From an optimization exercise on the open Yosys and OpenROAD flow, aimed at small area, a short achievable clock period and few clock cycles; shortcuts taken in it are not production practice.
No run shown here included a check of the RTL's function; only the layout flow was run.
No activity file was given, so power comes from the tool's default toggle rates.

`design/flow/config.mk`:
```
export PLATFORM = sky130hd
export DESIGN_NAME = cpu_top
export DESIGN_NICKNAME = cpu_top
export VERILOG_FILES = /design/flow/design.v
export SDC_FILE = /design/flow/constraint.sdc
export NUM_CORES = 4
export LEC_CHECK = 0
export CAP_MARGIN = 20
export CORE_MARGIN = 2
export CORE_UTILIZATION = 40
export SETUP_SLACK_MARGIN = 5
export SLEW_MARGIN = 20
```
`design/flow/constraint.sdc`:
```
create_clock -name core_clock -period 10.0 [get_ports {clk}]
set_input_delay 2.0000 -clock core_clock [delete_from_list [all_inputs] [get_ports {clk}]]
set_output_delay 2.0000 -clock core_clock [all_outputs]
set_load 0.01 [all_outputs]
```
`design/flow/design.v`:
```
`default_nettype none
package cpu_isa_pkg;
	typedef logic [15:0] word_t;
	typedef logic [3:0] reg_idx_t;
	typedef enum logic [3:0] {
		HALT  = 4'h0,
		MOV   = 4'h1,
		MOVNZ = 4'h2,
		MOVEZ = 4'h3,
		BUS   = 4'h4,
		MEMR  = 4'h5,
		SET   = 4'h6,
		MEMW  = 4'h7,
		AND   = 4'h8,
		OR    = 4'h9,
		XOR   = 4'hA,
		ADD   = 4'hB,
		SHFT  = 4'hC,
		MUL   = 4'hD,
		GT    = 4'hE,
		EQ    = 4'hF
	} opcode_e;
	typedef struct packed {
		reg_idx_t cond;
		reg_idx_t dst;
		reg_idx_t src;
		opcode_e  op;
	} insn_fields_t;
	typedef struct packed {
		logic       shift_left;
		logic [2:0] shift_amt;
		reg_idx_t   dst;
		reg_idx_t   src;
		opcode_e    op;
	} insn_shift_t;
	typedef union packed {
		insn_fields_t fields;
		insn_shift_t  shift;
	} insn_u;
endpackage
`default_nettype wire
`default_nettype none
package cpu_core_pkg;
	localparam int NUM_REGS = 16;
	localparam int MEM_ADDR_W = 15;
	localparam int PC_W = 16;
	typedef logic [MEM_ADDR_W-1:0] mem_addr_t;
endpackage
`default_nettype wire
`timescale 1ns/10ps
`default_nettype none
module cpu_regfile (
	input  logic                  clk,
	input  logic                  mem_read_ready_stor_reset,
	input  cpu_isa_pkg::reg_idx_t ra_idx,
	output cpu_isa_pkg::word_t    ra_data,
	input  cpu_isa_pkg::reg_idx_t rb_idx,
	output cpu_isa_pkg::word_t    rb_data,
	input  cpu_isa_pkg::reg_idx_t wr_idx,
	input  cpu_isa_pkg::word_t    wr_data,
	input  logic                  wr_en
);
	cpu_isa_pkg::word_t regs [cpu_core_pkg::NUM_REGS];
	cpu_isa_pkg::word_t wd;
	assign wd = mem_read_ready_stor_reset ? '0 : wr_data;
	always_ff @(posedge clk) begin
		for (int i = 0; i < cpu_core_pkg::NUM_REGS; i++) begin
			if (mem_read_ready_stor_reset || (wr_en && wr_idx == 4'(i))) begin
				regs[i] <= wd;
			end
		end
	end
	logic [cpu_core_pkg::NUM_REGS-1:0] ra_sel;
	logic [cpu_core_pkg::NUM_REGS-1:0] rb_sel;
	always_comb begin
		ra_data = '0;
		rb_data = '0;
		for (int i = 0; i < cpu_core_pkg::NUM_REGS; i++) begin
			ra_sel[i] = (ra_idx == 4'(i));
			rb_sel[i] = (rb_idx == 4'(i));
			ra_data = ra_data | (regs[i] & {16{ra_sel[i]}});
			rb_data = rb_data | (regs[i] & {16{rb_sel[i]}});
		end
	end
endmodule
`default_nettype wire
`timescale 1ns/10ps
`default_nettype none
module cpu_alu (
	input  cpu_isa_pkg::word_t op_a,
	input  cpu_isa_pkg::word_t op_b,
	input  cpu_isa_pkg::insn_u insn,
	output cpu_isa_pkg::word_t mul_lo,
	output logic [7:0]         mul_hs,
	output logic [7:0]         mul_hc,
	input  cpu_isa_pkg::word_t mul_lo_q,
	input  logic [7:0]         mul_hs_q,
	input  logic [7:0]         mul_hc_q,
	output cpu_isa_pkg::word_t result
);
	cpu_isa_pkg::word_t product;
	cpu_mul_p1 cpu_mul_p1_i (
		.a  (op_a),
		.b  (op_b),
		.lo (mul_lo),
		.hs (mul_hs),
		.hc (mul_hc)
	);
	cpu_mul_p2 cpu_mul_p2_i (
		.acc (mul_lo_q),
		.hs  (mul_hs_q),
		.hc  (mul_hc_q),
		.y   (product)
	);
	always_comb begin
		result = '0;
		case (insn.fields.op)
			cpu_isa_pkg::AND: result = op_a & op_b;
			cpu_isa_pkg::OR:  result = op_a | op_b;
			cpu_isa_pkg::XOR: result = op_a ^ op_b;
			cpu_isa_pkg::ADD: result = op_a + op_b;
			cpu_isa_pkg::MUL: result = product;
			cpu_isa_pkg::GT:  result = (op_a > op_b) ? 16'hFFFF : 16'h0000;
			cpu_isa_pkg::EQ:  result = (op_a == op_b) ? 16'hFFFF : 16'h0000;
			cpu_isa_pkg::SHFT: begin
				if (insn.shift.shift_left) begin
					result = op_a << insn.shift.shift_amt;
				end else begin
					result = op_a >> insn.shift.shift_amt;
				end
			end
			default: result = op_a;
		endcase
	end
endmodule
`default_nettype wire
`timescale 1ns/10ps
`default_nettype none
module cpu_mul_p1 (
	input  logic [15:0] a,
	input  logic [15:0] b,
	output logic [15:0] lo,
	output logic [7:0]  hs,
	output logic [7:0]  hc
);
	logic p1_0;
	assign p1_0 = a[0] & b[0];
	logic p1_1;
	assign p1_1 = a[1] & b[0];
	logic p1_2;
	assign p1_2 = a[2] & b[0];
	logic p1_3;
	assign p1_3 = a[3] & b[0];
	logic p1_4;
	assign p1_4 = a[4] & b[0];
	logic p1_5;
	assign p1_5 = a[5] & b[0];
	logic p1_6;
	assign p1_6 = a[6] & b[0];
	logic p1_7;
	assign p1_7 = a[7] & b[0];
	logic p1_8;
	assign p1_8 = a[8] & b[0];
	logic p1_9;
	assign p1_9 = a[9] & b[0];
	logic p1_10;
	assign p1_10 = a[10] & b[0];
	logic p1_11;
	assign p1_11 = a[11] & b[0];
	logic p1_12;
	assign p1_12 = a[12] & b[0];
	logic p1_13;
	assign p1_13 = a[13] & b[0];
	logic p1_14;
	assign p1_14 = a[14] & b[0];
	logic p1_15;
	assign p1_15 = a[15] & b[0];
	logic p1_16;
	assign p1_16 = a[0] & b[1];
	logic p1_17;
	assign p1_17 = a[1] & b[1];
	logic p1_18;
	assign p1_18 = a[2] & b[1];
	logic p1_19;
	assign p1_19 = a[3] & b[1];
	logic p1_20;
	assign p1_20 = a[4] & b[1];
	logic p1_21;
	assign p1_21 = a[5] & b[1];
	logic p1_22;
	assign p1_22 = a[6] & b[1];
	logic p1_23;
	assign p1_23 = a[7] & b[1];
	logic p1_24;
	assign p1_24 = a[8] & b[1];
	logic p1_25;
	assign p1_25 = a[9] & b[1];
	logic p1_26;
	assign p1_26 = a[10] & b[1];
	logic p1_27;
	assign p1_27 = a[11] & b[1];
	logic p1_28;
	assign p1_28 = a[12] & b[1];
	logic p1_29;
	assign p1_29 = a[13] & b[1];
	logic p1_30;
	assign p1_30 = a[14] & b[1];
	logic p1_31;
	assign p1_31 = a[0] & b[2];
	logic p1_32;
	assign p1_32 = a[1] & b[2];
	logic p1_33;
	assign p1_33 = a[2] & b[2];
	logic p1_34;
	assign p1_34 = a[3] & b[2];
	logic p1_35;
	assign p1_35 = a[4] & b[2];
	logic p1_36;
	assign p1_36 = a[5] & b[2];
	logic p1_37;
	assign p1_37 = a[6] & b[2];
	logic p1_38;
	assign p1_38 = a[7] & b[2];
	logic p1_39;
	assign p1_39 = a[8] & b[2];
	logic p1_40;
	assign p1_40 = a[9] & b[2];
	logic p1_41;
	assign p1_41 = a[10] & b[2];
	logic p1_42;
	assign p1_42 = a[11] & b[2];
	logic p1_43;
	assign p1_43 = a[12] & b[2];
	logic p1_44;
	assign p1_44 = a[13] & b[2];
	logic p1_45;
	assign p1_45 = a[0] & b[3];
	logic p1_46;
	assign p1_46 = a[1] & b[3];
	logic p1_47;
	assign p1_47 = a[2] & b[3];
	logic p1_48;
	assign p1_48 = a[3] & b[3];
	logic p1_49;
	assign p1_49 = a[4] & b[3];
	logic p1_50;
	assign p1_50 = a[5] & b[3];
	logic p1_51;
	assign p1_51 = a[6] & b[3];
	logic p1_52;
	assign p1_52 = a[7] & b[3];
	logic p1_53;
	assign p1_53 = a[8] & b[3];
	logic p1_54;
	assign p1_54 = a[9] & b[3];
	logic p1_55;
	assign p1_55 = a[10] & b[3];
	logic p1_56;
	assign p1_56 = a[11] & b[3];
	logic p1_57;
	assign p1_57 = a[12] & b[3];
	logic p1_58;
	assign p1_58 = a[0] & b[4];
	logic p1_59;
	assign p1_59 = a[1] & b[4];
	logic p1_60;
	assign p1_60 = a[2] & b[4];
	logic p1_61;
	assign p1_61 = a[3] & b[4];
	logic p1_62;
	assign p1_62 = a[4] & b[4];
	logic p1_63;
	assign p1_63 = a[5] & b[4];
	logic p1_64;
	assign p1_64 = a[6] & b[4];
	logic p1_65;
	assign p1_65 = a[7] & b[4];
	logic p1_66;
	assign p1_66 = a[8] & b[4];
	logic p1_67;
	assign p1_67 = a[9] & b[4];
	logic p1_68;
	assign p1_68 = a[10] & b[4];
	logic p1_69;
	assign p1_69 = a[11] & b[4];
	logic p1_70;
	assign p1_70 = a[0] & b[5];
	logic p1_71;
	assign p1_71 = a[1] & b[5];
	logic p1_72;
	assign p1_72 = a[2] & b[5];
	logic p1_73;
	assign p1_73 = a[3] & b[5];
	logic p1_74;
	assign p1_74 = a[4] & b[5];
	logic p1_75;
	assign p1_75 = a[5] & b[5];
	logic p1_76;
	assign p1_76 = a[6] & b[5];
	logic p1_77;
	assign p1_77 = a[7] & b[5];
	logic p1_78;
	assign p1_78 = a[8] & b[5];
	logic p1_79;
	assign p1_79 = a[9] & b[5];
	logic p1_80;
	assign p1_80 = a[10] & b[5];
	logic p1_81;
	assign p1_81 = a[0] & b[6];
	logic p1_82;
	assign p1_82 = a[1] & b[6];
	logic p1_83;
	assign p1_83 = a[2] & b[6];
	logic p1_84;
	assign p1_84 = a[3] & b[6];
	logic p1_85;
	assign p1_85 = a[4] & b[6];
	logic p1_86;
	assign p1_86 = a[5] & b[6];
	logic p1_87;
	assign p1_87 = a[6] & b[6];
	logic p1_88;
	assign p1_88 = a[7] & b[6];
	logic p1_89;
	assign p1_89 = a[8] & b[6];
	logic p1_90;
	assign p1_90 = a[9] & b[6];
	logic p1_91;
	assign p1_91 = a[0] & b[7];
	logic p1_92;
	assign p1_92 = a[1] & b[7];
	logic p1_93;
	assign p1_93 = a[2] & b[7];
	logic p1_94;
	assign p1_94 = a[3] & b[7];
	logic p1_95;
	assign p1_95 = a[4] & b[7];
	logic p1_96;
	assign p1_96 = a[5] & b[7];
	logic p1_97;
	assign p1_97 = a[6] & b[7];
	logic p1_98;
	assign p1_98 = a[7] & b[7];
	logic p1_99;
	assign p1_99 = a[8] & b[7];
	logic p1_100;
	assign p1_100 = p1_6 ^ p1_21;
	logic p1_101;
	assign p1_101 = p1_6 & p1_21;
	logic p1_102;
	assign p1_102 = p1_7 ^ p1_22 ^ p1_36;
	logic p1_103;
	assign p1_103 = (p1_7 & p1_22) | (p1_7 & p1_36) | (p1_22 & p1_36);
	logic p1_104;
	assign p1_104 = p1_49 ^ p1_61;
	logic p1_105;
	assign p1_105 = p1_49 & p1_61;
	logic p1_106;
	assign p1_106 = p1_8 ^ p1_23 ^ p1_37;
	logic p1_107;
	assign p1_107 = (p1_8 & p1_23) | (p1_8 & p1_37) | (p1_23 & p1_37);
	logic p1_108;
	assign p1_108 = p1_50 ^ p1_62 ^ p1_73;
	logic p1_109;
	assign p1_109 = (p1_50 & p1_62) | (p1_50 & p1_73) | (p1_62 & p1_73);
	logic p1_110;
	assign p1_110 = p1_9 ^ p1_24 ^ p1_38;
	logic p1_111;
	assign p1_111 = (p1_9 & p1_24) | (p1_9 & p1_38) | (p1_24 & p1_38);
	logic p1_112;
	assign p1_112 = p1_51 ^ p1_63 ^ p1_74;
	logic p1_113;
	assign p1_113 = (p1_51 & p1_63) | (p1_51 & p1_74) | (p1_63 & p1_74);
	logic p1_114;
	assign p1_114 = p1_10 ^ p1_25 ^ p1_39;
	logic p1_115;
	assign p1_115 = (p1_10 & p1_25) | (p1_10 & p1_39) | (p1_25 & p1_39);
	logic p1_116;
	assign p1_116 = p1_52 ^ p1_64 ^ p1_75;
	logic p1_117;
	assign p1_117 = (p1_52 & p1_64) | (p1_52 & p1_75) | (p1_64 & p1_75);
	logic p1_118;
	assign p1_118 = p1_11 ^ p1_26 ^ p1_40;
	logic p1_119;
	assign p1_119 = (p1_11 & p1_26) | (p1_11 & p1_40) | (p1_26 & p1_40);
	logic p1_120;
	assign p1_120 = p1_53 ^ p1_65 ^ p1_76;
	logic p1_121;
	assign p1_121 = (p1_53 & p1_65) | (p1_53 & p1_76) | (p1_65 & p1_76);
	logic p1_122;
	assign p1_122 = p1_12 ^ p1_27 ^ p1_41;
	logic p1_123;
	assign p1_123 = (p1_12 & p1_27) | (p1_12 & p1_41) | (p1_27 & p1_41);
	logic p1_124;
	assign p1_124 = p1_54 ^ p1_66 ^ p1_77;
	logic p1_125;
	assign p1_125 = (p1_54 & p1_66) | (p1_54 & p1_77) | (p1_66 & p1_77);
	logic p1_126;
	assign p1_126 = p1_13 ^ p1_28 ^ p1_42;
	logic p1_127;
	assign p1_127 = (p1_13 & p1_28) | (p1_13 & p1_42) | (p1_28 & p1_42);
	logic p1_128;
	assign p1_128 = p1_55 ^ p1_67 ^ p1_78;
	logic p1_129;
	assign p1_129 = (p1_55 & p1_67) | (p1_55 & p1_78) | (p1_67 & p1_78);
	logic p1_130;
	assign p1_130 = p1_14 ^ p1_29 ^ p1_43;
	logic p1_131;
	assign p1_131 = (p1_14 & p1_29) | (p1_14 & p1_43) | (p1_29 & p1_43);
	logic p1_132;
	assign p1_132 = p1_56 ^ p1_68 ^ p1_79;
	logic p1_133;
	assign p1_133 = (p1_56 & p1_68) | (p1_56 & p1_79) | (p1_68 & p1_79);
	logic p1_134;
	assign p1_134 = p1_15 ^ p1_30 ^ p1_44;
	logic p1_135;
	assign p1_135 = p1_57 ^ p1_69 ^ p1_80;
	logic p1_136;
	assign p1_136 = p1_4 ^ p1_19;
	logic p1_137;
	assign p1_137 = p1_4 & p1_19;
	logic p1_138;
	assign p1_138 = p1_5 ^ p1_20 ^ p1_34;
	logic p1_139;
	assign p1_139 = (p1_5 & p1_20) | (p1_5 & p1_34) | (p1_20 & p1_34);
	logic p1_140;
	assign p1_140 = p1_47 ^ p1_59;
	logic p1_141;
	assign p1_141 = p1_47 & p1_59;
	logic p1_142;
	assign p1_142 = p1_100 ^ p1_35 ^ p1_48;
	logic p1_143;
	assign p1_143 = (p1_100 & p1_35) | (p1_100 & p1_48) | (p1_35 & p1_48);
	logic p1_144;
	assign p1_144 = p1_60 ^ p1_71 ^ p1_81;
	logic p1_145;
	assign p1_145 = (p1_60 & p1_71) | (p1_60 & p1_81) | (p1_71 & p1_81);
	logic p1_146;
	assign p1_146 = p1_101 ^ p1_102 ^ p1_104;
	logic p1_147;
	assign p1_147 = (p1_101 & p1_102) | (p1_101 & p1_104) | (p1_102 & p1_104);
	logic p1_148;
	assign p1_148 = p1_72 ^ p1_82 ^ p1_91;
	logic p1_149;
	assign p1_149 = (p1_72 & p1_82) | (p1_72 & p1_91) | (p1_82 & p1_91);
	logic p1_150;
	assign p1_150 = p1_103 ^ p1_105 ^ p1_106;
	logic p1_151;
	assign p1_151 = (p1_103 & p1_105) | (p1_103 & p1_106) | (p1_105 & p1_106);
	logic p1_152;
	assign p1_152 = p1_108 ^ p1_83 ^ p1_92;
	logic p1_153;
	assign p1_153 = (p1_108 & p1_83) | (p1_108 & p1_92) | (p1_83 & p1_92);
	logic p1_154;
	assign p1_154 = p1_107 ^ p1_109 ^ p1_110;
	logic p1_155;
	assign p1_155 = (p1_107 & p1_109) | (p1_107 & p1_110) | (p1_109 & p1_110);
	logic p1_156;
	assign p1_156 = p1_112 ^ p1_84 ^ p1_93;
	logic p1_157;
	assign p1_157 = (p1_112 & p1_84) | (p1_112 & p1_93) | (p1_84 & p1_93);
	logic p1_158;
	assign p1_158 = p1_111 ^ p1_113 ^ p1_114;
	logic p1_159;
	assign p1_159 = (p1_111 & p1_113) | (p1_111 & p1_114) | (p1_113 & p1_114);
	logic p1_160;
	assign p1_160 = p1_116 ^ p1_85 ^ p1_94;
	logic p1_161;
	assign p1_161 = (p1_116 & p1_85) | (p1_116 & p1_94) | (p1_85 & p1_94);
	logic p1_162;
	assign p1_162 = p1_115 ^ p1_117 ^ p1_118;
	logic p1_163;
	assign p1_163 = (p1_115 & p1_117) | (p1_115 & p1_118) | (p1_117 & p1_118);
	logic p1_164;
	assign p1_164 = p1_120 ^ p1_86 ^ p1_95;
	logic p1_165;
	assign p1_165 = (p1_120 & p1_86) | (p1_120 & p1_95) | (p1_86 & p1_95);
	logic p1_166;
	assign p1_166 = p1_119 ^ p1_121 ^ p1_122;
	logic p1_167;
	assign p1_167 = (p1_119 & p1_121) | (p1_119 & p1_122) | (p1_121 & p1_122);
	logic p1_168;
	assign p1_168 = p1_124 ^ p1_87 ^ p1_96;
	logic p1_169;
	assign p1_169 = (p1_124 & p1_87) | (p1_124 & p1_96) | (p1_87 & p1_96);
	logic p1_170;
	assign p1_170 = p1_123 ^ p1_125 ^ p1_126;
	logic p1_171;
	assign p1_171 = (p1_123 & p1_125) | (p1_123 & p1_126) | (p1_125 & p1_126);
	logic p1_172;
	assign p1_172 = p1_128 ^ p1_88 ^ p1_97;
	logic p1_173;
	assign p1_173 = (p1_128 & p1_88) | (p1_128 & p1_97) | (p1_88 & p1_97);
	logic p1_174;
	assign p1_174 = p1_127 ^ p1_129 ^ p1_130;
	logic p1_175;
	assign p1_175 = (p1_127 & p1_129) | (p1_127 & p1_130) | (p1_129 & p1_130);
	logic p1_176;
	assign p1_176 = p1_132 ^ p1_89 ^ p1_98;
	logic p1_177;
	assign p1_177 = (p1_132 & p1_89) | (p1_132 & p1_98) | (p1_89 & p1_98);
	logic p1_178;
	assign p1_178 = p1_131 ^ p1_133 ^ p1_134;
	logic p1_179;
	assign p1_179 = p1_135 ^ p1_90 ^ p1_99;
	logic p1_180;
	assign p1_180 = p1_3 ^ p1_18;
	logic p1_181;
	assign p1_181 = p1_3 & p1_18;
	logic p1_182;
	assign p1_182 = p1_136 ^ p1_33 ^ p1_46;
	logic p1_183;
	assign p1_183 = (p1_136 & p1_33) | (p1_136 & p1_46) | (p1_33 & p1_46);
	logic p1_184;
	assign p1_184 = p1_137 ^ p1_138 ^ p1_140;
	logic p1_185;
	assign p1_185 = (p1_137 & p1_138) | (p1_137 & p1_140) | (p1_138 & p1_140);
	logic p1_186;
	assign p1_186 = p1_139 ^ p1_141 ^ p1_142;
	logic p1_187;
	assign p1_187 = (p1_139 & p1_141) | (p1_139 & p1_142) | (p1_141 & p1_142);
	logic p1_188;
	assign p1_188 = p1_143 ^ p1_145 ^ p1_146;
	logic p1_189;
	assign p1_189 = (p1_143 & p1_145) | (p1_143 & p1_146) | (p1_145 & p1_146);
	logic p1_190;
	assign p1_190 = p1_147 ^ p1_149 ^ p1_150;
	logic p1_191;
	assign p1_191 = (p1_147 & p1_149) | (p1_147 & p1_150) | (p1_149 & p1_150);
	logic p1_192;
	assign p1_192 = p1_151 ^ p1_153 ^ p1_154;
	logic p1_193;
	assign p1_193 = (p1_151 & p1_153) | (p1_151 & p1_154) | (p1_153 & p1_154);
	logic p1_194;
	assign p1_194 = p1_155 ^ p1_157 ^ p1_158;
	logic p1_195;
	assign p1_195 = (p1_155 & p1_157) | (p1_155 & p1_158) | (p1_157 & p1_158);
	logic p1_196;
	assign p1_196 = p1_159 ^ p1_161 ^ p1_162;
	logic p1_197;
	assign p1_197 = (p1_159 & p1_161) | (p1_159 & p1_162) | (p1_161 & p1_162);
	logic p1_198;
	assign p1_198 = p1_163 ^ p1_165 ^ p1_166;
	logic p1_199;
	assign p1_199 = (p1_163 & p1_165) | (p1_163 & p1_166) | (p1_165 & p1_166);
	logic p1_200;
	assign p1_200 = p1_167 ^ p1_169 ^ p1_170;
	logic p1_201;
	assign p1_201 = (p1_167 & p1_169) | (p1_167 & p1_170) | (p1_169 & p1_170);
	logic p1_202;
	assign p1_202 = p1_171 ^ p1_173 ^ p1_174;
	logic p1_203;
	assign p1_203 = (p1_171 & p1_173) | (p1_171 & p1_174) | (p1_173 & p1_174);
	logic p1_204;
	assign p1_204 = p1_175 ^ p1_177 ^ p1_178;
	logic p1_205;
	assign p1_205 = p1_2 ^ p1_17;
	logic p1_206;
	assign p1_206 = p1_2 & p1_17;
	logic p1_207;
	assign p1_207 = p1_180 ^ p1_32 ^ p1_45;
	logic p1_208;
	assign p1_208 = (p1_180 & p1_32) | (p1_180 & p1_45) | (p1_32 & p1_45);
	logic p1_209;
	assign p1_209 = p1_181 ^ p1_182 ^ p1_58;
	logic p1_210;
	assign p1_210 = (p1_181 & p1_182) | (p1_181 & p1_58) | (p1_182 & p1_58);
	logic p1_211;
	assign p1_211 = p1_183 ^ p1_184 ^ p1_70;
	logic p1_212;
	assign p1_212 = (p1_183 & p1_184) | (p1_183 & p1_70) | (p1_184 & p1_70);
	logic p1_213;
	assign p1_213 = p1_185 ^ p1_186 ^ p1_144;
	logic p1_214;
	assign p1_214 = (p1_185 & p1_186) | (p1_185 & p1_144) | (p1_186 & p1_144);
	logic p1_215;
	assign p1_215 = p1_187 ^ p1_188 ^ p1_148;
	logic p1_216;
	assign p1_216 = (p1_187 & p1_188) | (p1_187 & p1_148) | (p1_188 & p1_148);
	logic p1_217;
	assign p1_217 = p1_189 ^ p1_190 ^ p1_152;
	logic p1_218;
	assign p1_218 = (p1_189 & p1_190) | (p1_189 & p1_152) | (p1_190 & p1_152);
	logic p1_219;
	assign p1_219 = p1_191 ^ p1_192 ^ p1_156;
	logic p1_220;
	assign p1_220 = (p1_191 & p1_192) | (p1_191 & p1_156) | (p1_192 & p1_156);
	logic p1_221;
	assign p1_221 = p1_193 ^ p1_194 ^ p1_160;
	logic p1_222;
	assign p1_222 = (p1_193 & p1_194) | (p1_193 & p1_160) | (p1_194 & p1_160);
	logic p1_223;
	assign p1_223 = p1_195 ^ p1_196 ^ p1_164;
	logic p1_224;
	assign p1_224 = (p1_195 & p1_196) | (p1_195 & p1_164) | (p1_196 & p1_164);
	logic p1_225;
	assign p1_225 = p1_197 ^ p1_198 ^ p1_168;
	logic p1_226;
	assign p1_226 = (p1_197 & p1_198) | (p1_197 & p1_168) | (p1_198 & p1_168);
	logic p1_227;
	assign p1_227 = p1_199 ^ p1_200 ^ p1_172;
	logic p1_228;
	assign p1_228 = (p1_199 & p1_200) | (p1_199 & p1_172) | (p1_200 & p1_172);
	logic p1_229;
	assign p1_229 = p1_201 ^ p1_202 ^ p1_176;
	logic p1_230;
	assign p1_230 = (p1_201 & p1_202) | (p1_201 & p1_176) | (p1_202 & p1_176);
	logic p1_231;
	assign p1_231 = p1_203 ^ p1_204 ^ p1_179;
	logic p1_232;
	assign p1_232 = p1_1 & p1_16;
	logic p1_233;
	assign p1_233 = p1_1 ^ p1_16;
	logic p1_234;
	assign p1_234 = p1_205 & p1_31;
	logic p1_235;
	assign p1_235 = p1_205 ^ p1_31;
	logic p1_236;
	assign p1_236 = p1_206 & p1_207;
	logic p1_237;
	assign p1_237 = p1_206 ^ p1_207;
	logic p1_238;
	assign p1_238 = p1_208 & p1_209;
	logic p1_239;
	assign p1_239 = p1_208 ^ p1_209;
	logic p1_240;
	assign p1_240 = p1_210 & p1_211;
	logic p1_241;
	assign p1_241 = p1_210 ^ p1_211;
	logic p1_242;
	assign p1_242 = p1_212 & p1_213;
	logic p1_243;
	assign p1_243 = p1_212 ^ p1_213;
	logic p1_244;
	assign p1_244 = p1_214 & p1_215;
	logic p1_245;
	assign p1_245 = p1_214 ^ p1_215;
	logic p1_246;
	assign p1_246 = p1_216 & p1_217;
	logic p1_247;
	assign p1_247 = p1_216 ^ p1_217;
	logic p1_248;
	assign p1_248 = p1_218 & p1_219;
	logic p1_249;
	assign p1_249 = p1_218 ^ p1_219;
	logic p1_250;
	assign p1_250 = p1_220 & p1_221;
	logic p1_251;
	assign p1_251 = p1_220 ^ p1_221;
	logic p1_252;
	assign p1_252 = p1_222 & p1_223;
	logic p1_253;
	assign p1_253 = p1_222 ^ p1_223;
	logic p1_254;
	assign p1_254 = p1_224 & p1_225;
	logic p1_255;
	assign p1_255 = p1_224 ^ p1_225;
	logic p1_256;
	assign p1_256 = p1_226 & p1_227;
	logic p1_257;
	assign p1_257 = p1_226 ^ p1_227;
	logic p1_258;
	assign p1_258 = p1_228 & p1_229;
	logic p1_259;
	assign p1_259 = p1_228 ^ p1_229;
	logic p1_260;
	assign p1_260 = p1_230 & p1_231;
	logic p1_261;
	assign p1_261 = p1_230 ^ p1_231;
	logic p1_262;
	assign p1_262 = p1_236 | (p1_237 & p1_234);
	logic p1_263;
	assign p1_263 = p1_237 & p1_235;
	logic p1_264;
	assign p1_264 = p1_240 | (p1_241 & p1_238);
	logic p1_265;
	assign p1_265 = p1_241 & p1_239;
	logic p1_266;
	assign p1_266 = p1_244 | (p1_245 & p1_242);
	logic p1_267;
	assign p1_267 = p1_245 & p1_243;
	logic p1_268;
	assign p1_268 = p1_248 | (p1_249 & p1_246);
	logic p1_269;
	assign p1_269 = p1_249 & p1_247;
	logic p1_270;
	assign p1_270 = p1_252 | (p1_253 & p1_250);
	logic p1_271;
	assign p1_271 = p1_253 & p1_251;
	logic p1_272;
	assign p1_272 = p1_256 | (p1_257 & p1_254);
	logic p1_273;
	assign p1_273 = p1_257 & p1_255;
	logic p1_274;
	assign p1_274 = p1_260 | (p1_261 & p1_258);
	logic p1_275;
	assign p1_275 = p1_261 & p1_259;
	logic p1_276;
	assign p1_276 = p1_234 | (p1_235 & p1_232);
	logic p1_277;
	assign p1_277 = p1_235 & p1_233;
	logic p1_278;
	assign p1_278 = p1_262 | (p1_263 & p1_232);
	logic p1_279;
	assign p1_279 = p1_263 & p1_233;
	logic p1_280;
	assign p1_280 = p1_242 | (p1_243 & p1_264);
	logic p1_281;
	assign p1_281 = p1_243 & p1_265;
	logic p1_282;
	assign p1_282 = p1_266 | (p1_267 & p1_264);
	logic p1_283;
	assign p1_283 = p1_267 & p1_265;
	logic p1_284;
	assign p1_284 = p1_250 | (p1_251 & p1_268);
	logic p1_285;
	assign p1_285 = p1_251 & p1_269;
	logic p1_286;
	assign p1_286 = p1_270 | (p1_271 & p1_268);
	logic p1_287;
	assign p1_287 = p1_271 & p1_269;
	logic p1_288;
	assign p1_288 = p1_258 | (p1_259 & p1_272);
	logic p1_289;
	assign p1_289 = p1_259 & p1_273;
	logic p1_290;
	assign p1_290 = p1_274 | (p1_275 & p1_272);
	logic p1_291;
	assign p1_291 = p1_275 & p1_273;
	logic p1_292;
	assign p1_292 = p1_238 | (p1_239 & p1_278);
	logic p1_293;
	assign p1_293 = p1_239 & p1_279;
	logic p1_294;
	assign p1_294 = p1_264 | (p1_265 & p1_278);
	logic p1_295;
	assign p1_295 = p1_265 & p1_279;
	logic p1_296;
	assign p1_296 = p1_280 | (p1_281 & p1_278);
	logic p1_297;
	assign p1_297 = p1_281 & p1_279;
	logic p1_298;
	assign p1_298 = p1_282 | (p1_283 & p1_278);
	logic p1_299;
	assign p1_299 = p1_283 & p1_279;
	logic p1_300;
	assign p1_300 = p1_254 | (p1_255 & p1_286);
	logic p1_301;
	assign p1_301 = p1_255 & p1_287;
	logic p1_302;
	assign p1_302 = p1_272 | (p1_273 & p1_286);
	logic p1_303;
	assign p1_303 = p1_273 & p1_287;
	logic p1_304;
	assign p1_304 = p1_288 | (p1_289 & p1_286);
	logic p1_305;
	assign p1_305 = p1_289 & p1_287;
	logic p1_306;
	assign p1_306 = p1_290 | (p1_291 & p1_286);
	logic p1_307;
	assign p1_307 = p1_291 & p1_287;
	logic p1_308;
	assign p1_308 = p1_246 | (p1_247 & p1_298);
	logic p1_309;
	assign p1_309 = p1_247 & p1_299;
	logic p1_310;
	assign p1_310 = p1_268 | (p1_269 & p1_298);
	logic p1_311;
	assign p1_311 = p1_269 & p1_299;
	logic p1_312;
	assign p1_312 = p1_284 | (p1_285 & p1_298);
	logic p1_313;
	assign p1_313 = p1_285 & p1_299;
	logic p1_314;
	assign p1_314 = p1_286 | (p1_287 & p1_298);
	logic p1_315;
	assign p1_315 = p1_287 & p1_299;
	logic p1_316;
	assign p1_316 = p1_300 | (p1_301 & p1_298);
	logic p1_317;
	assign p1_317 = p1_301 & p1_299;
	logic p1_318;
	assign p1_318 = p1_302 | (p1_303 & p1_298);
	logic p1_319;
	assign p1_319 = p1_303 & p1_299;
	logic p1_320;
	assign p1_320 = p1_304 | (p1_305 & p1_298);
	logic p1_321;
	assign p1_321 = p1_305 & p1_299;
	logic p1_322;
	assign p1_322 = p1_306 | (p1_307 & p1_298);
	logic p1_323;
	assign p1_323 = p1_307 & p1_299;
	logic p1_324;
	assign p1_324 = p1_235 ^ p1_232;
	logic p1_325;
	assign p1_325 = p1_237 ^ p1_276;
	logic p1_326;
	assign p1_326 = p1_239 ^ p1_278;
	logic p1_327;
	assign p1_327 = p1_241 ^ p1_292;
	logic p1_328;
	assign p1_328 = p1_243 ^ p1_294;
	logic p1_329;
	assign p1_329 = p1_245 ^ p1_296;
	logic p1_330;
	assign p1_330 = p1_247 ^ p1_298;
	logic p1_331;
	assign p1_331 = p1_249 ^ p1_308;
	logic p1_332;
	assign p1_332 = p1_251 ^ p1_310;
	logic p1_333;
	assign p1_333 = p1_253 ^ p1_312;
	logic p1_334;
	assign p1_334 = p1_255 ^ p1_314;
	logic p1_335;
	assign p1_335 = p1_257 ^ p1_316;
	logic p1_336;
	assign p1_336 = p1_259 ^ p1_318;
	logic p1_337;
	assign p1_337 = p1_261 ^ p1_320;
	logic p1_338;
	assign p1_338 = a[0] & b[8];
	logic p1_339;
	assign p1_339 = a[1] & b[8];
	logic p1_340;
	assign p1_340 = a[2] & b[8];
	logic p1_341;
	assign p1_341 = a[3] & b[8];
	logic p1_342;
	assign p1_342 = a[4] & b[8];
	logic p1_343;
	assign p1_343 = a[5] & b[8];
	logic p1_344;
	assign p1_344 = a[6] & b[8];
	logic p1_345;
	assign p1_345 = a[7] & b[8];
	logic p1_346;
	assign p1_346 = a[0] & b[9];
	logic p1_347;
	assign p1_347 = a[1] & b[9];
	logic p1_348;
	assign p1_348 = a[2] & b[9];
	logic p1_349;
	assign p1_349 = a[3] & b[9];
	logic p1_350;
	assign p1_350 = a[4] & b[9];
	logic p1_351;
	assign p1_351 = a[5] & b[9];
	logic p1_352;
	assign p1_352 = a[6] & b[9];
	logic p1_353;
	assign p1_353 = a[0] & b[10];
	logic p1_354;
	assign p1_354 = a[1] & b[10];
	logic p1_355;
	assign p1_355 = a[2] & b[10];
	logic p1_356;
	assign p1_356 = a[3] & b[10];
	logic p1_357;
	assign p1_357 = a[4] & b[10];
	logic p1_358;
	assign p1_358 = a[5] & b[10];
	logic p1_359;
	assign p1_359 = a[0] & b[11];
	logic p1_360;
	assign p1_360 = a[1] & b[11];
	logic p1_361;
	assign p1_361 = a[2] & b[11];
	logic p1_362;
	assign p1_362 = a[3] & b[11];
	logic p1_363;
	assign p1_363 = a[4] & b[11];
	logic p1_364;
	assign p1_364 = a[0] & b[12];
	logic p1_365;
	assign p1_365 = a[1] & b[12];
	logic p1_366;
	assign p1_366 = a[2] & b[12];
	logic p1_367;
	assign p1_367 = a[3] & b[12];
	logic p1_368;
	assign p1_368 = a[0] & b[13];
	logic p1_369;
	assign p1_369 = a[1] & b[13];
	logic p1_370;
	assign p1_370 = a[2] & b[13];
	logic p1_371;
	assign p1_371 = a[0] & b[14];
	logic p1_372;
	assign p1_372 = a[1] & b[14];
	logic p1_373;
	assign p1_373 = a[0] & b[15];
	logic p1_374;
	assign p1_374 = p1_344 ^ p1_351;
	logic p1_375;
	assign p1_375 = p1_344 & p1_351;
	logic p1_376;
	assign p1_376 = p1_345 ^ p1_352 ^ p1_358;
	logic p1_377;
	assign p1_377 = p1_363 ^ p1_367;
	logic p1_378;
	assign p1_378 = p1_342 ^ p1_349;
	logic p1_379;
	assign p1_379 = p1_342 & p1_349;
	logic p1_380;
	assign p1_380 = p1_343 ^ p1_350 ^ p1_356;
	logic p1_381;
	assign p1_381 = (p1_343 & p1_350) | (p1_343 & p1_356) | (p1_350 & p1_356);
	logic p1_382;
	assign p1_382 = p1_361 ^ p1_365;
	logic p1_383;
	assign p1_383 = p1_361 & p1_365;
	logic p1_384;
	assign p1_384 = p1_374 ^ p1_357 ^ p1_362;
	logic p1_385;
	assign p1_385 = (p1_374 & p1_357) | (p1_374 & p1_362) | (p1_357 & p1_362);
	logic p1_386;
	assign p1_386 = p1_366 ^ p1_369 ^ p1_371;
	logic p1_387;
	assign p1_387 = (p1_366 & p1_369) | (p1_366 & p1_371) | (p1_369 & p1_371);
	logic p1_388;
	assign p1_388 = p1_375 ^ p1_376 ^ p1_377;
	logic p1_389;
	assign p1_389 = p1_370 ^ p1_372 ^ p1_373;
	logic p1_390;
	assign p1_390 = p1_341 ^ p1_348;
	logic p1_391;
	assign p1_391 = p1_341 & p1_348;
	logic p1_392;
	assign p1_392 = p1_378 ^ p1_355 ^ p1_360;
	logic p1_393;
	assign p1_393 = (p1_378 & p1_355) | (p1_378 & p1_360) | (p1_355 & p1_360);
	logic p1_394;
	assign p1_394 = p1_379 ^ p1_380 ^ p1_382;
	logic p1_395;
	assign p1_395 = (p1_379 & p1_380) | (p1_379 & p1_382) | (p1_380 & p1_382);
	logic p1_396;
	assign p1_396 = p1_381 ^ p1_383 ^ p1_384;
	logic p1_397;
	assign p1_397 = (p1_381 & p1_383) | (p1_381 & p1_384) | (p1_383 & p1_384);
	logic p1_398;
	assign p1_398 = p1_385 ^ p1_387 ^ p1_388;
	logic p1_399;
	assign p1_399 = p1_340 ^ p1_347;
	logic p1_400;
	assign p1_400 = p1_340 & p1_347;
	logic p1_401;
	assign p1_401 = p1_390 ^ p1_354 ^ p1_359;
	logic p1_402;
	assign p1_402 = (p1_390 & p1_354) | (p1_390 & p1_359) | (p1_354 & p1_359);
	logic p1_403;
	assign p1_403 = p1_391 ^ p1_392 ^ p1_364;
	logic p1_404;
	assign p1_404 = (p1_391 & p1_392) | (p1_391 & p1_364) | (p1_392 & p1_364);
	logic p1_405;
	assign p1_405 = p1_393 ^ p1_394 ^ p1_368;
	logic p1_406;
	assign p1_406 = (p1_393 & p1_394) | (p1_393 & p1_368) | (p1_394 & p1_368);
	logic p1_407;
	assign p1_407 = p1_395 ^ p1_396 ^ p1_386;
	logic p1_408;
	assign p1_408 = (p1_395 & p1_396) | (p1_395 & p1_386) | (p1_396 & p1_386);
	logic p1_409;
	assign p1_409 = p1_397 ^ p1_398 ^ p1_389;
	assign lo = {p1_337, p1_336, p1_335, p1_334, p1_333, p1_332, p1_331, p1_330, p1_329, p1_328, p1_327, p1_326, p1_325, p1_324, p1_233, p1_0};
	assign hs = {p1_408, p1_406, p1_404, p1_402, p1_400, p1_399, p1_339, p1_338};
	assign hc = {p1_409, p1_407, p1_405, p1_403, p1_401, p1_353, p1_346, 1'b0};
endmodule
module cpu_mul_p2 (
	input  logic [15:0] acc,
	input  logic [7:0]  hs,
	input  logic [7:0]  hc,
	output logic [15:0] y
);
	logic p2_0;
	assign p2_0 = acc[8] ^ hs[0];
	logic p2_1;
	assign p2_1 = acc[8] & hs[0];
	logic p2_2;
	assign p2_2 = acc[9] ^ hs[1] ^ hc[1];
	logic p2_3;
	assign p2_3 = (acc[9] & hs[1]) | (acc[9] & hc[1]) | (hs[1] & hc[1]);
	logic p2_4;
	assign p2_4 = acc[10] ^ hs[2] ^ hc[2];
	logic p2_5;
	assign p2_5 = (acc[10] & hs[2]) | (acc[10] & hc[2]) | (hs[2] & hc[2]);
	logic p2_6;
	assign p2_6 = acc[11] ^ hs[3] ^ hc[3];
	logic p2_7;
	assign p2_7 = (acc[11] & hs[3]) | (acc[11] & hc[3]) | (hs[3] & hc[3]);
	logic p2_8;
	assign p2_8 = acc[12] ^ hs[4] ^ hc[4];
	logic p2_9;
	assign p2_9 = (acc[12] & hs[4]) | (acc[12] & hc[4]) | (hs[4] & hc[4]);
	logic p2_10;
	assign p2_10 = acc[13] ^ hs[5] ^ hc[5];
	logic p2_11;
	assign p2_11 = (acc[13] & hs[5]) | (acc[13] & hc[5]) | (hs[5] & hc[5]);
	logic p2_12;
	assign p2_12 = acc[14] ^ hs[6] ^ hc[6];
	logic p2_13;
	assign p2_13 = (acc[14] & hs[6]) | (acc[14] & hc[6]) | (hs[6] & hc[6]);
	logic p2_14;
	assign p2_14 = acc[15] ^ hs[7] ^ hc[7];
	logic p2_15;
	assign p2_15 = p2_0 & hc[0];
	logic p2_16;
	assign p2_16 = p2_0 ^ hc[0];
	logic p2_17;
	assign p2_17 = p2_1 & p2_2;
	logic p2_18;
	assign p2_18 = p2_1 ^ p2_2;
	logic p2_19;
	assign p2_19 = p2_3 & p2_4;
	logic p2_20;
	assign p2_20 = p2_3 ^ p2_4;
	logic p2_21;
	assign p2_21 = p2_5 & p2_6;
	logic p2_22;
	assign p2_22 = p2_5 ^ p2_6;
	logic p2_23;
	assign p2_23 = p2_7 & p2_8;
	logic p2_24;
	assign p2_24 = p2_7 ^ p2_8;
	logic p2_25;
	assign p2_25 = p2_9 & p2_10;
	logic p2_26;
	assign p2_26 = p2_9 ^ p2_10;
	logic p2_27;
	assign p2_27 = p2_11 & p2_12;
	logic p2_28;
	assign p2_28 = p2_11 ^ p2_12;
	logic p2_29;
	assign p2_29 = p2_13 & p2_14;
	logic p2_30;
	assign p2_30 = p2_13 ^ p2_14;
	logic p2_31;
	assign p2_31 = p2_17 | (p2_18 & p2_15);
	logic p2_32;
	assign p2_32 = p2_18 & p2_16;
	logic p2_33;
	assign p2_33 = p2_21 | (p2_22 & p2_19);
	logic p2_34;
	assign p2_34 = p2_22 & p2_20;
	logic p2_35;
	assign p2_35 = p2_25 | (p2_26 & p2_23);
	logic p2_36;
	assign p2_36 = p2_26 & p2_24;
	logic p2_37;
	assign p2_37 = p2_29 | (p2_30 & p2_27);
	logic p2_38;
	assign p2_38 = p2_30 & p2_28;
	logic p2_39;
	assign p2_39 = p2_19 | (p2_20 & p2_31);
	logic p2_40;
	assign p2_40 = p2_20 & p2_32;
	logic p2_41;
	assign p2_41 = p2_33 | (p2_34 & p2_31);
	logic p2_42;
	assign p2_42 = p2_34 & p2_32;
	logic p2_43;
	assign p2_43 = p2_27 | (p2_28 & p2_35);
	logic p2_44;
	assign p2_44 = p2_28 & p2_36;
	logic p2_45;
	assign p2_45 = p2_37 | (p2_38 & p2_35);
	logic p2_46;
	assign p2_46 = p2_38 & p2_36;
	logic p2_47;
	assign p2_47 = p2_23 | (p2_24 & p2_41);
	logic p2_48;
	assign p2_48 = p2_24 & p2_42;
	logic p2_49;
	assign p2_49 = p2_35 | (p2_36 & p2_41);
	logic p2_50;
	assign p2_50 = p2_36 & p2_42;
	logic p2_51;
	assign p2_51 = p2_43 | (p2_44 & p2_41);
	logic p2_52;
	assign p2_52 = p2_44 & p2_42;
	logic p2_53;
	assign p2_53 = p2_45 | (p2_46 & p2_41);
	logic p2_54;
	assign p2_54 = p2_46 & p2_42;
	logic p2_55;
	assign p2_55 = p2_18 ^ p2_15;
	logic p2_56;
	assign p2_56 = p2_20 ^ p2_31;
	logic p2_57;
	assign p2_57 = p2_22 ^ p2_39;
	logic p2_58;
	assign p2_58 = p2_24 ^ p2_41;
	logic p2_59;
	assign p2_59 = p2_26 ^ p2_47;
	logic p2_60;
	assign p2_60 = p2_28 ^ p2_49;
	logic p2_61;
	assign p2_61 = p2_30 ^ p2_51;
	assign y = {p2_61, p2_60, p2_59, p2_58, p2_57, p2_56, p2_55, p2_16, acc[7:0]};
endmodule
`default_nettype wire
`timescale 1ns/10ps
`default_nettype none
module cpu_control (
	input  logic                    clk,
	input  logic                    mem_read_ready_stor_reset,
	output cpu_isa_pkg::word_t      prog_addr,
	input  cpu_isa_pkg::word_t      prog_data,
	output cpu_isa_pkg::reg_idx_t   ra_idx,
	input  cpu_isa_pkg::word_t      ra_data,
	output cpu_isa_pkg::reg_idx_t   rb_idx,
	input  cpu_isa_pkg::word_t      rb_data,
	output cpu_isa_pkg::reg_idx_t   wr_idx,
	output cpu_isa_pkg::word_t      wr_data,
	output logic                    wr_en,
	output cpu_isa_pkg::insn_u      alu_insn,
	output cpu_isa_pkg::word_t      alu_a,
	output cpu_isa_pkg::word_t      alu_b,
	input  cpu_isa_pkg::word_t      alu_result,
	input  cpu_isa_pkg::word_t      mul_lo,
	input  logic [7:0]              mul_hs,
	input  logic [7:0]              mul_hc,
	output cpu_isa_pkg::word_t      mul_lo_q,
	output logic [7:0]              mul_hs_q,
	output logic [7:0]              mul_hc_q,
	output logic                    mem_req,
	output logic                    mem_we,
	output cpu_core_pkg::mem_addr_t mem_addr,
	output cpu_isa_pkg::word_t      mem_wdata,
	input  cpu_isa_pkg::word_t      mem_rdata,
	input  logic                    mem_ready,
	output logic                    halted
);
	cpu_isa_pkg::word_t pc_q;
	cpu_isa_pkg::insn_u ir_d;
	cpu_isa_pkg::insn_u ir_x;
	cpu_isa_pkg::word_t opa_q;
	cpu_isa_pkg::word_t opb_q;
	logic req_q;
	logic we_q;
	logic halt_pend_q;
	logic halted_q;
	logic mul_ph_q;
	cpu_isa_pkg::word_t acc_q;
	logic [7:0] hs_q;
	logic [7:0] hc_q;
	logic mul_wait;
	cpu_isa_pkg::opcode_e d_op;
	cpu_isa_pkg::opcode_e x_op;
	logic d_set;
	logic d_mem;
	logic f_halt;
	logic stall;
	logic cond_hit;
	logic x_wr;
	cpu_isa_pkg::word_t fwd_a;
	cpu_isa_pkg::word_t fwd_b;
	assign d_op = ir_d.fields.op;
	assign x_op = ir_x.fields.op;
	assign d_set = (d_op == cpu_isa_pkg::SET);
	assign d_mem = (d_op == cpu_isa_pkg::MEMR) || (d_op == cpu_isa_pkg::MEMW);
	assign f_halt = !d_set &&
		((prog_data[3:0] == cpu_isa_pkg::HALT) || (prog_data[3:0] == cpu_isa_pkg::BUS));
	assign mul_wait = (x_op == cpu_isa_pkg::MUL) && !mul_ph_q;
	assign stall = (req_q && !mem_ready) || mul_wait;
	assign cond_hit = (x_op == cpu_isa_pkg::MOVNZ) ? (opb_q != '0) : (opb_q == '0);
	always_comb begin
		case (x_op)
			cpu_isa_pkg::HALT, cpu_isa_pkg::BUS, cpu_isa_pkg::MEMW: x_wr = 1'b0;
			cpu_isa_pkg::MOVNZ, cpu_isa_pkg::MOVEZ: x_wr = cond_hit;
			default: x_wr = 1'b1;
		endcase
	end
	assign wr_en = x_wr && !mul_wait;
	assign wr_idx = ir_x.fields.dst;
	assign wr_data = (x_op == cpu_isa_pkg::MEMR) ? mem_rdata : alu_result;
	assign ra_idx = ir_d.fields.src;
	assign rb_idx = ir_d.fields.cond;
	assign fwd_a = (x_wr && ir_x.fields.dst == ir_d.fields.src) ? wr_data : ra_data;
	assign fwd_b = (x_wr && ir_x.fields.dst == ir_d.fields.cond) ? wr_data : rb_data;
	always_ff @(posedge clk) begin
		if (mem_read_ready_stor_reset) begin
			pc_q <= '0;
			ir_d.fields.op <= cpu_isa_pkg::HALT;
			ir_x.fields.op <= cpu_isa_pkg::HALT;
			req_q <= 1'b0;
			we_q <= 1'b0;
			halt_pend_q <= 1'b0;
			halted_q <= 1'b0;
			mul_ph_q <= 1'b0;
		end else begin
			mul_ph_q <= (x_op == cpu_isa_pkg::MUL) && !mul_ph_q;
			if (!stall) begin
				ir_x <= ir_d;
				req_q <= d_mem;
				we_q <= (d_op == cpu_isa_pkg::MEMW);
				ir_d[15:4] <= prog_data[15:4];
				if (d_set || f_halt || halt_pend_q || halted_q) begin
					ir_d.fields.op <= cpu_isa_pkg::HALT;
				end else begin
					ir_d.fields.op <= cpu_isa_pkg::opcode_e'(prog_data[3:0]);
				end
				if (!f_halt && !halt_pend_q && !halted_q) begin
					pc_q <= pc_q + 16'd1;
				end
				if (f_halt) begin
					halt_pend_q <= 1'b1;
				end
				if (halt_pend_q) begin
					halted_q <= 1'b1;
				end
			end
		end
	end
	always_ff @(posedge clk) begin
		if (!stall) begin
			opa_q <= d_set ? prog_data : fwd_a;
			opb_q <= fwd_b;
		end
	end
	always_ff @(posedge clk) begin
		acc_q <= mul_lo;
		hs_q <= mul_hs;
		hc_q <= mul_hc;
	end
	assign mul_lo_q = acc_q;
	assign mul_hs_q = hs_q;
	assign mul_hc_q = hc_q;
	assign alu_insn = ir_x;
	assign alu_a = opa_q;
	assign alu_b = opb_q;
	assign prog_addr = pc_q;
	assign mem_req = req_q;
	assign mem_we = we_q;
	assign mem_addr = opa_q[cpu_core_pkg::MEM_ADDR_W-1:0];
	assign mem_wdata = opb_q;
	assign halted = halted_q;
endmodule
`default_nettype wire
`timescale 1ns/10ps
`default_nettype none
module cpu_top (
	input  logic                    clk,
	input  logic                    mem_read_ready_stor_reset,
	output cpu_isa_pkg::word_t      prog_addr,
	input  cpu_isa_pkg::word_t      prog_data,
	output logic                    mem_req,
	output logic                    mem_we,
	output cpu_core_pkg::mem_addr_t mem_addr,
	output cpu_isa_pkg::word_t      mem_wdata,
	input  cpu_isa_pkg::word_t      mem_rdata,
	input  logic                    mem_ready,
	output logic                    halted
);
	cpu_isa_pkg::reg_idx_t ra_idx;
	cpu_isa_pkg::word_t ra_data;
	cpu_isa_pkg::reg_idx_t rb_idx;
	cpu_isa_pkg::word_t rb_data;
	cpu_isa_pkg::reg_idx_t wr_idx;
	cpu_isa_pkg::word_t wr_data;
	logic wr_en;
	cpu_isa_pkg::insn_u alu_insn;
	cpu_isa_pkg::word_t alu_result;
	cpu_isa_pkg::word_t mul_lo;
	cpu_isa_pkg::word_t mul_lo_q;
	logic [7:0] mul_hs;
	logic [7:0] mul_hc;
	logic [7:0] mul_hs_q;
	logic [7:0] mul_hc_q;
	cpu_isa_pkg::word_t alu_a;
	cpu_isa_pkg::word_t alu_b;
	cpu_control cpu_control_i (
		.clk                       (clk),
		.mem_read_ready_stor_reset (mem_read_ready_stor_reset),
		.prog_addr                 (prog_addr),
		.prog_data                 (prog_data),
		.ra_idx                    (ra_idx),
		.ra_data                   (ra_data),
		.rb_idx                    (rb_idx),
		.rb_data                   (rb_data),
		.wr_idx                    (wr_idx),
		.wr_data                   (wr_data),
		.wr_en                     (wr_en),
		.alu_insn                  (alu_insn),
		.alu_a                     (alu_a),
		.alu_b                     (alu_b),
		.alu_result                (alu_result),
		.mul_lo                    (mul_lo),
		.mul_hs                    (mul_hs),
		.mul_hc                    (mul_hc),
		.mul_lo_q                  (mul_lo_q),
		.mul_hs_q                  (mul_hs_q),
		.mul_hc_q                  (mul_hc_q),
		.mem_req                   (mem_req),
		.mem_we                    (mem_we),
		.mem_addr                  (mem_addr),
		.mem_wdata                 (mem_wdata),
		.mem_rdata                 (mem_rdata),
		.mem_ready                 (mem_ready),
		.halted                    (halted)
	);
	cpu_regfile cpu_regfile_i (
		.clk                       (clk),
		.mem_read_ready_stor_reset (mem_read_ready_stor_reset),
		.ra_idx                    (ra_idx),
		.ra_data                   (ra_data),
		.rb_idx                    (rb_idx),
		.rb_data                   (rb_data),
		.wr_idx                    (wr_idx),
		.wr_data                   (wr_data),
		.wr_en                     (wr_en)
	);
	cpu_alu cpu_alu_i (
		.op_a    (alu_a),
		.op_b    (alu_b),
		.insn    (alu_insn),
		.mul_lo   (mul_lo),
		.mul_hs   (mul_hs),
		.mul_hc   (mul_hc),
		.mul_lo_q (mul_lo_q),
		.mul_hs_q (mul_hs_q),
		.mul_hc_q (mul_hc_q),
		.result  (alu_result)
	);
endmodule
`default_nettype wire
```
`design/flow/run.sh`:
```
#!/bin/bash
# synth_recipe.tcl (not shown) runs the flow's synth.tcl, then flattens the netlist and writes it again
# the make line also repeats each setting of config.mk as NAME=value (left out here)
make -C /OpenROAD-flow-scripts/flow DESIGN_CONFIG=/design/flow/config.mk WORK_HOME=/design/flow/orfs CLKGATE_MAP_FILE= SYNTH_SCRIPT=/design/flow/synth_recipe.tcl finish
```
==> reports/qor.csv, run 1 <==
stage;metric;value;unit
logic_synthesis;ys async rst share;0;%
finish;layout cell share with drive strength beyond 1;10.68;%
drt;DR WL/cell;31.78;um
drt;antenna viol nets, final;0;
logic_synthesis;area leader, netlist;edfxtp_1;
critical_path;Critical Path RT;10470;ps
clock_network;CTS Buf Count;41;
logic_synthesis;Mean Syn Cell Area;10.49;sq um
logic_synthesis;share of the synthesized area in the top cell type;39.74;%
drt;vias;19863;
sta;Final min period;4747;ps
min_path;end point of the worst hold path;cpu_control_i.ir_x[11];
finish;n_diodes;0;
sta;worst clock skew;27.49;ps
floorplan;std cell rows;88;
clock_network;Max Root-Sink Buffers;3;
critical_path;Worst R2R Start;cpu_control_i.opa_q[4];
critical_path;element type at the critical path end;register;
critical_path;startpoint types;register;
global_routing;vias in the first global route;19139;
drt;vias per cell;6.491;
critical_path;Reg2Reg Setup Slack;5250;ps
logic_synthesis;syn_nets;2414;
floorplan;Die Height;245.2;um
sta;setup violators final;0;
critical_path;CP delay by family, top;adder cells;
drt;First-pass DRT Iterations;9;
floorplan;Ports;85;
place;GPL Wtd Cong;1.045;
critical_path;CP max-delay cell;edfxtp_1;
critical_path;max incr delay on CP;810;ps
logic_synthesis;number of synthesized register bits;368;
sta;RSZ-0062 raised after global routing;no;
critical_path;data arrival time of the worst path;5220;ps
clock_network;CTS Hold Bufs;0;
logic_synthesis;synth warn;4;
finish;Layout area overhead;13.50;%
finish;Util after Layout;45.87;%
critical_path;highest net fanout along the worst path;14;
run_status;status;finished clean;
sta;Slew Limit Headroom;18.58;%
global_routing;total track usage;31.78;%
clock_network;CTS tree;yes;
clock_network;CTS root buf;clkbuf_16;
finish;Layout fillers;5364;
logic_synthesis;Synth Cell Area;23270;sq um
drt;routed wire length;97.24;mm
place;Port Buf Inserts;84;
job;max_cap viols;0;
global_routing;initial antenna violation count;3;
logic_synthesis;number of synthesized flops with an enable pin;308;
critical_path;cell seen most often among critical-path stages;inv_1;
floorplan;Die X;245.2;um
sta;max-slew violations;0;
place;DP HPWL;67.70;mm
clock_network;Max H-tree Level;2;
logic_synthesis;synth top area cells;edfxtp_1, fa_1, dfxtp_1;
clock_network;CTS Sinks;368;
critical_path;kind of critical path;register to register;
min_path;Hold Crit Start;cpu_control_i.ir_d[11];
critical_path;reg2reg end;cpu_control_i.acc_q[14];
global_routing;first-pass GRT wire length;137.1;mm
sta;final worst-path cycle share;47.47;%
floorplan;Die ar.;60130;sq um
global_routing;GRT overflow;0;
floorplan;Core Region;57590;sq um
floorplan;initial core utilization;40.42;%
pwr;Leak Pwr;9.966;nW
finish;fin nets;2458;
finish;Reg area;10450;sq um
pwr;pwr dens;218.9;nW/um^2
min_path;hold depth;0;
critical_path;CP Cell Sequence;ha_1 -> inv_1 -> maj3_1 -> fa_1 -> inv_1 -> fa_1 -> inv_1 -> fa_1 -> inv_1 -> ha_1 -> a21oi_1 -> o21bai_1 -> a21oi_1 -> o21ai_0 -> a21oi_1 -> o21bai_1 -> xor2_1;
critical_path;crit path buf inv count;4;
drt;drt first-iter violations;3044;
global_routing;largest net degree at the start of global routing;63;
min_path;worst min path class;register to register;
critical_path;Worst Reg2Reg Path Length in Cells;17;
clock_network;Clock Latency Late Sink;610;ps
drt;final routed DRC violation total;0;
clock_network;clock slew at reported path FFs;60;ps
logic_synthesis;Mapped Cells;2219;
sta;actual slew at the worst max-slew pin;1217;ps
sta;Fin. Hold Viols;0;
logic_synthesis;Main synth FF type;edfxtp_1;
finish;multi-input logic area;11740;sq um
logic_synthesis;Netlist cell types;90;
sta;post-route setup TNS;0;ps
sta;Max Fclk;210.7;MHz
logic_synthesis;Seq/Total Area, Yosys;44.90;%
pwr;peak supply drop;0.0001688;V
## cell type report
cell class / instances / area share [%]
clock inverter: 25 / 1.066
multi-input combinational: 1554 / 44.44
sequential: 368 / 39.56
clock buffer: 50 / 4.064
tap: 765 / 3.624
timing repair buffer: 154 / 5.153
inverter: 144 / 2.089
## per-stage QoR
step                      instance area (sq um)  cells  total power, mW  setup slack [ps]  hold slack, ps
final                                     26420   3060            5.782              5253           417.8
after global routing                      26420   3060            6.052              5005           426.1
after CTS                                 26270   3043            5.739              5044           418.5
after detailed placement                  24900   2966            4.192              4991           414.9
after global placement                    24890   2966            4.159              5109           401.9
after floorplan                           23270   2219            3.447              5516           400.3
## placed cells by master, fill, tap and decap left out, drive strengths merged, types with 12 or more instances in the layout
cell and count:
xor2 34, a32o 20, nor2 237, o21bai 17, mux2 42, nor3 38
inv 140, clkbuf 50, a32oi 24, o21ai 71, a21o 14, dfxtp 60
clkdlybuf4s50 83, fa 78, a221oi 28, edfxtp 308, a211oi 24, nand2b 16
a21oi 122, mux2i 59, a22o 34, clkinv 20, nand3 41, nor4 20
a22oi 85, o22ai 26, nor2b 23, a31oi 12, buf 71, xnor2 40
nand4 20, nand2 187, ha 82
## flip-flops by register name, summed over array words and instances, names as in the netlist
signal and cells:
cpu_control_i.acc_q 16, cpu_control_i.halt_pend_q 1, cpu_control_i.halted_q 1, cpu_control_i.hc_q 7, cpu_control_i.hs_q 8, cpu_control_i.ir_d 16
cpu_control_i.ir_x 12, cpu_control_i.mul_ph_q 1, cpu_control_i.opa_q 16, cpu_control_i.opb_q 16, cpu_control_i.pc_q 16, cpu_control_i.req_q 1
cpu_control_i.we_q 1, cpu_regfile_i.regs 256
## repair_timing
action | CTS | global route
setup endpoints to repair | 2 | 38
gates resized for setup | 0 | 3
buffers inserted | 2 | 17
pin swaps | 0 | 0
## power by group
part | leakage (nW) | internal (mW) | switching (mW)
clock | 0.654 | 0.860 | 0.687
sequential | 3.67 | 1.92 | 0.199
combinational | 5.64 | 0.801 | 1.31
## how the worst max path moves through the flow
stage	startpoint	to	slack [ps]	cells after the start
5_1_grt	cpu_control_i.opb_q[1]	cpu_control_i.acc_q[14]	5000	15
2_1_floorplan	cpu_control_i.opb_q[0]	cpu_control_i.acc_q[14]	5520	19
3_5_place_dp	cpu_control_i.opa_q[5]	cpu_control_i.acc_q[11]	4990	16
3_3_place_gp	cpu_control_i.opa_q[5]	cpu_control_i.acc_q[14]	5110	15
6_report	cpu_control_i.opa_q[4]	cpu_control_i.acc_q[14]	5250	17
4_1_cts	cpu_control_i.opa_q[6]	cpu_control_i.acc_q[11]	5040	16
## kinds of logic (layout without fill, tap and decap cells)
kind of cell / count (synthesis) / count (layout) / share of synthesized area, %
AOI/OAI and AO/OA: 574 / 574 / 17.66
xor gates and xnor gates: 74 / 74 / 2.785
adders and majority gates: 161 / 161 / 11.16
buffers and inverters: 297 / 373 / 5.414
DFF: 368 / 368 / 44.90
muxes: 110 / 110 / 5.441
and+or+nand+nor: 635 / 635 / 12.64
## cell usage after synthesis, types with 35 or more instances
library cell,n
a21oi_1,121
a22oi_1,85
buf_2,35
clkbuf_1,80
dfxtp_1,60
edfxtp_1,308
fa_1,78
ha_1,82
inv_1,137
mux2_2,42
mux2i_1,59
nand2_1,185
nand3_1,41
nor2_1,237
nor3_1,37
o21ai_0,69
xnor2_1,40
## metal layers
metal  share of wire [%]  global-route usage, %  vias up
met3                  12                  7.216      384
li1                    -                      -     8317
met1                  36                  39.31     9597
met5              0.0093                      0        -
met2                  45                  50.51     1563
met4                 7.1                  19.44        2
==> run 2: changes to the inputs <==
==> design/flow/flow/run.sh (new file) <==
#!/bin/bash
# Standard ORFS layout, with repair_timing aiming for extra setup slack
set -euo pipefail
bash standard.sh SETUP_SLACK_MARGIN=6.5 finish > standard_flow.log 2>&1
==> design/flow/standard.sh (new file) <==
#!/bin/bash
# synth_recipe.tcl (not shown) runs the flow's synth.tcl, then flattens the netlist and writes it again
# the make line also repeats each setting of config.mk as NAME=value (left out here)
make -C /OpenROAD-flow-scripts/flow DESIGN_CONFIG=/design/flow/config.mk WORK_HOME=/design/flow/orfs CLKGATE_MAP_FILE= SYNTH_SCRIPT=/design/flow/synth_recipe.tcl "${@:-finish}"
--- a/design/flow/config.mk
+++ b/design/flow/config.mk
@@ -10,3 +10,2 @@
 export CORE_UTILIZATION = 40
-export SETUP_SLACK_MARGIN = 5
 export SLEW_MARGIN = 20
removed: design/flow/run.sh
==> reports/qor.csv, run 2 <==
stage;metric;value;unit;change
critical_path;kind of critical path;register to register;;unchanged
global_routing;first-pass GRT wire length;144.0;mm;was 137.1 mm
floorplan;Die ar.;60130;sq um;unchanged
finish;n_diodes;0;;unchanged
critical_path;Critical Path RT;10530;ps;was 10470 ps
logic_synthesis;number of synthesized flops with an enable pin;308;;unchanged
drt;antenna viol nets, final;0;;unchanged
logic_synthesis;Mapped Cells;2219;;unchanged
drt;vias;20627;;was 19863
logic_synthesis;Main synth FF type;edfxtp_1;;unchanged
global_routing;largest net degree at the start of global routing;63;;unchanged
logic_synthesis;synth top area cells;edfxtp_1, fa_1, dfxtp_1;;unchanged
sta;Final min period;4168;ps;was 4747 ps
clock_network;Max H-tree Level;2;;unchanged
logic_synthesis;area leader, netlist;edfxtp_1;;unchanged
critical_path;element type at the critical path end;register;;unchanged
global_routing;GRT overflow;0;;unchanged
critical_path;cell seen most often among critical-path stages;fa_1;;was inv_1
drt;routed wire length;102.7;mm;was 97.24 mm
drt;First-pass DRT Iterations;6;;was 9
drt;DR WL/cell;32.31;um;was 31.78 um
floorplan;Die X;245.2;um;unchanged
logic_synthesis;Mean Syn Cell Area;10.49;sq um;unchanged
floorplan;std cell rows;88;;unchanged
sta;setup violators final;0;;unchanged
critical_path;CP Cell Sequence;clkinvlp_4 -> nor2_2 -> fa_1 -> inv_1 -> fa_1 -> fa_1 -> inv_1 -> fa_1 -> xor2_1 -> xnor2_1 -> xnor2_1 -> xnor2_2 -> xnor2_2 -> xnor2_1;;was ha_1 -> inv_1 -> maj3_1 -> fa_1 -> inv_1 -> fa_1 -> inv_1 -> fa_1 -> inv_1 -> ha_1 -> a21oi_1 -> o21bai_1 -> a21oi_1 -> o21ai_0 -> a21oi_1 -> o21bai_1 -> xor2_1
clock_network;CTS Hold Bufs;0;;unchanged
pwr;pwr dens;220.7;nW/um^2;was 218.9 nW/um^2
drt;vias per cell;6.491;;about the same
finish;commonest non-fill, non-tap cell in the layout;edfxtp_1;;unchanged
finish;most frequent cells in the layout;edfxtp_1, nor2_1, nand2_1;;unchanged
clock_network;Max Root-Sink Buffers;3;;unchanged
drt;final routed DRC violation total;0;;unchanged
sta;Max Fclk;239.9;MHz;was 210.7 MHz
clock_network;CTS tree;yes;;unchanged
logic_synthesis;syn_nets;2414;;unchanged
logic_synthesis;Synth Area in Simple Gates;12.64;%;unchanged
global_routing;vias in the first global route;20146;;was 19139
drt;drt first-iter violations;3192;;was 3044
global_routing;initial antenna violation count;2;;was 3
logic_synthesis;share of the synthesized area in the top cell type;39.74;%;unchanged
clock_network;CTS root buf;clkbuf_16;;unchanged
sta;post-route setup TNS;0;ps;unchanged
logic_synthesis;synth warn;4;;unchanged
sta;Fin. Hold Viols;0;;unchanged
logic_synthesis;Synth Cell Area;23270;sq um;unchanged
finish;layout cell share with drive strength beyond 1;20.39;%;was 10.68%
run_status;status;finished clean;;unchanged
clock_network;CTS Buf Count;42;;was 41
sta;Slew Limit Headroom;16.72;%;was 18.58%
job;max_cap viols;0;;unchanged
pwr;peak supply drop;0.0002513;V;was 0.0001688 V
logic_synthesis;ys async rst share;0;%;unchanged
finish;Non-Filler Instances;3178;;was 3060
finish;max reg flops;256;;unchanged
logic_synthesis;Netlist cell types;90;;unchanged
finish;largest register by flop count;cpu_regfile_i.regs;;unchanged
place;GPL Wtd Cong;1.051;;was 1.045
clock_network;clock slew at reported path FFs;60;ps;about the same
min_path;hold depth;0;;unchanged
logic_synthesis;Seq/Total Area, Yosys;44.90;%;unchanged
critical_path;CP max-delay cell;edfxtp_1;;unchanged
critical_path;startpoint types;register;;unchanged
floorplan;Core Region;57590;sq um;unchanged
finish;Layout area overhead;22.82;%;was 13.50%
floorplan;initial core utilization;40.42;%;unchanged
logic_synthesis;post-synthesis compound-gate area fraction;17.65;%;unchanged
sta;actual slew at the worst max-slew pin;1245;ps;was 1217 ps
finish;fin nets;2576;;was 2458
logic_synthesis;count leader, synth;edfxtp_1;;unchanged
logic_synthesis;Post-Synth XOR/XNOR Area;2.785;%;unchanged
-- run 2: area by class of cell --
type | instances | area [sq um]
clock inverter | 22 | 226.5
inverter | 144 | 594.3
fill | 5165 | 29000
timing repair inverter | 1 | 7.507
timing repair buffer | 268 | 2729
tap | 765 | 957.2
multi-input combinational | 1556 | 12480
clock buffer | 54 | 1131
sequential | 368 | 10460
-- run 2: logic make-up after synthesis --
kind of cell / Yosys count
AND/OR/NAND/NOR: 635
AO/OA/AOI/OAI: 574
flip-flops: 368
buffers and inverters: 297
adder cells (fa/ha/maj): 161
multiplexers: 110
XOR/XNOR: 74
-- run 2: through the flow --
step	power [mW]	hold WS, ps	worst slack (ps)	cell area (sq um)	util [%]
floorplan	3.516	400.3	5932	23370	-
global placement	4.262	405.2	5226	25060	43.51
detailed placement	4.305	410.4	5243	25060	43.53
CTS	6.109	413.4	5872	27940	48.51
global route	6.606	426.2	5663	28580	49.64
finish	6.308	413.5	5832	28580	49.64
-- run 2: where the power goes --
part           leakage, nW  switching, mW  internal, mW  total (mW)
clock network        0.658          0.680         0.861        1.54
registers             3.67          0.164          1.92        2.09
logic                 6.66           1.56          1.12        2.68
-- run 2: layer usage --
metal / global-route usage (%) / up-vias / wire [um]
met5: 0 / - / 0
li1: - / 8553 / -
met2: 53.25 / 1596 / 46670
met1: 41.26 / 10067 / 37070
met3: 7.533 / 411 / 11200
met4: 20.61 / 0 / 7728
-- run 2: worst paths after layout --
check                                             from  slack, ps                 endpoint
worst min register to register  cpu_control_i.ir_d[11]        410   cpu_control_i.ir_x[11]
worst min-delay path            cpu_control_i.ir_d[11]        410   cpu_control_i.ir_x[11]
worst max register to register  cpu_control_i.opb_q[0]       5830  cpu_control_i.acc_q[15]
worst max-delay path            cpu_control_i.opb_q[0]       5830  cpu_control_i.acc_q[15]
-- run 2: what timing repair did --
| action | CTS | global route |
|---|---|---|
| pin swaps | 37 | 32 |
| buffers inserted | 95 | 26 |
| cloned | 1 | 2 |
| setup endpoints to repair | 613 | 274 |
| hold endpoints to repair | 0 | 0 |
| gates resized for setup | 215 | 90 |
-- run 2: critical path: cells and delay by family (launching register included) --
family	cells	cell delay, ps
AND/OR/NAND/NOR	1	260
XOR/XNOR	6	1110
adder cells (fa/ha/maj)	4	1790
buffers and inverters	3	390
flip-flops	1	520

==> separate check: timing with driven ports <==
The results above use ideal ports. As a check the final layouts listed here were re-extracted and re-timed, cells and wires unchanged.
Step 1 sets driving cells, clkbuf_16 on the clock port and buf_2 on the other inputs (assumed; they add their load-dependent delay and slew).
Step 2 times the ports against the registers' clock, not the clock port: input delays grow and output delays shrink by t, the midpoint of the rising clock arrivals with the driver on.
a / b / c = ideal / step 1 / step 2; a / b = the first two.
run	t, ns	slack for setup (ns)	clock arrival spread, ns	worst slew at a driven data input, ns	cell pins on the clock port's net
run 1	0.657	5.253 / 5.253 / 5.253	0.027 / 0.028	0.06	1
run 2	0.669	5.832 / 5.832 / 5.832	0.045 / 0.045	0.05	1
After both steps setup and hold are still met in every run listed.
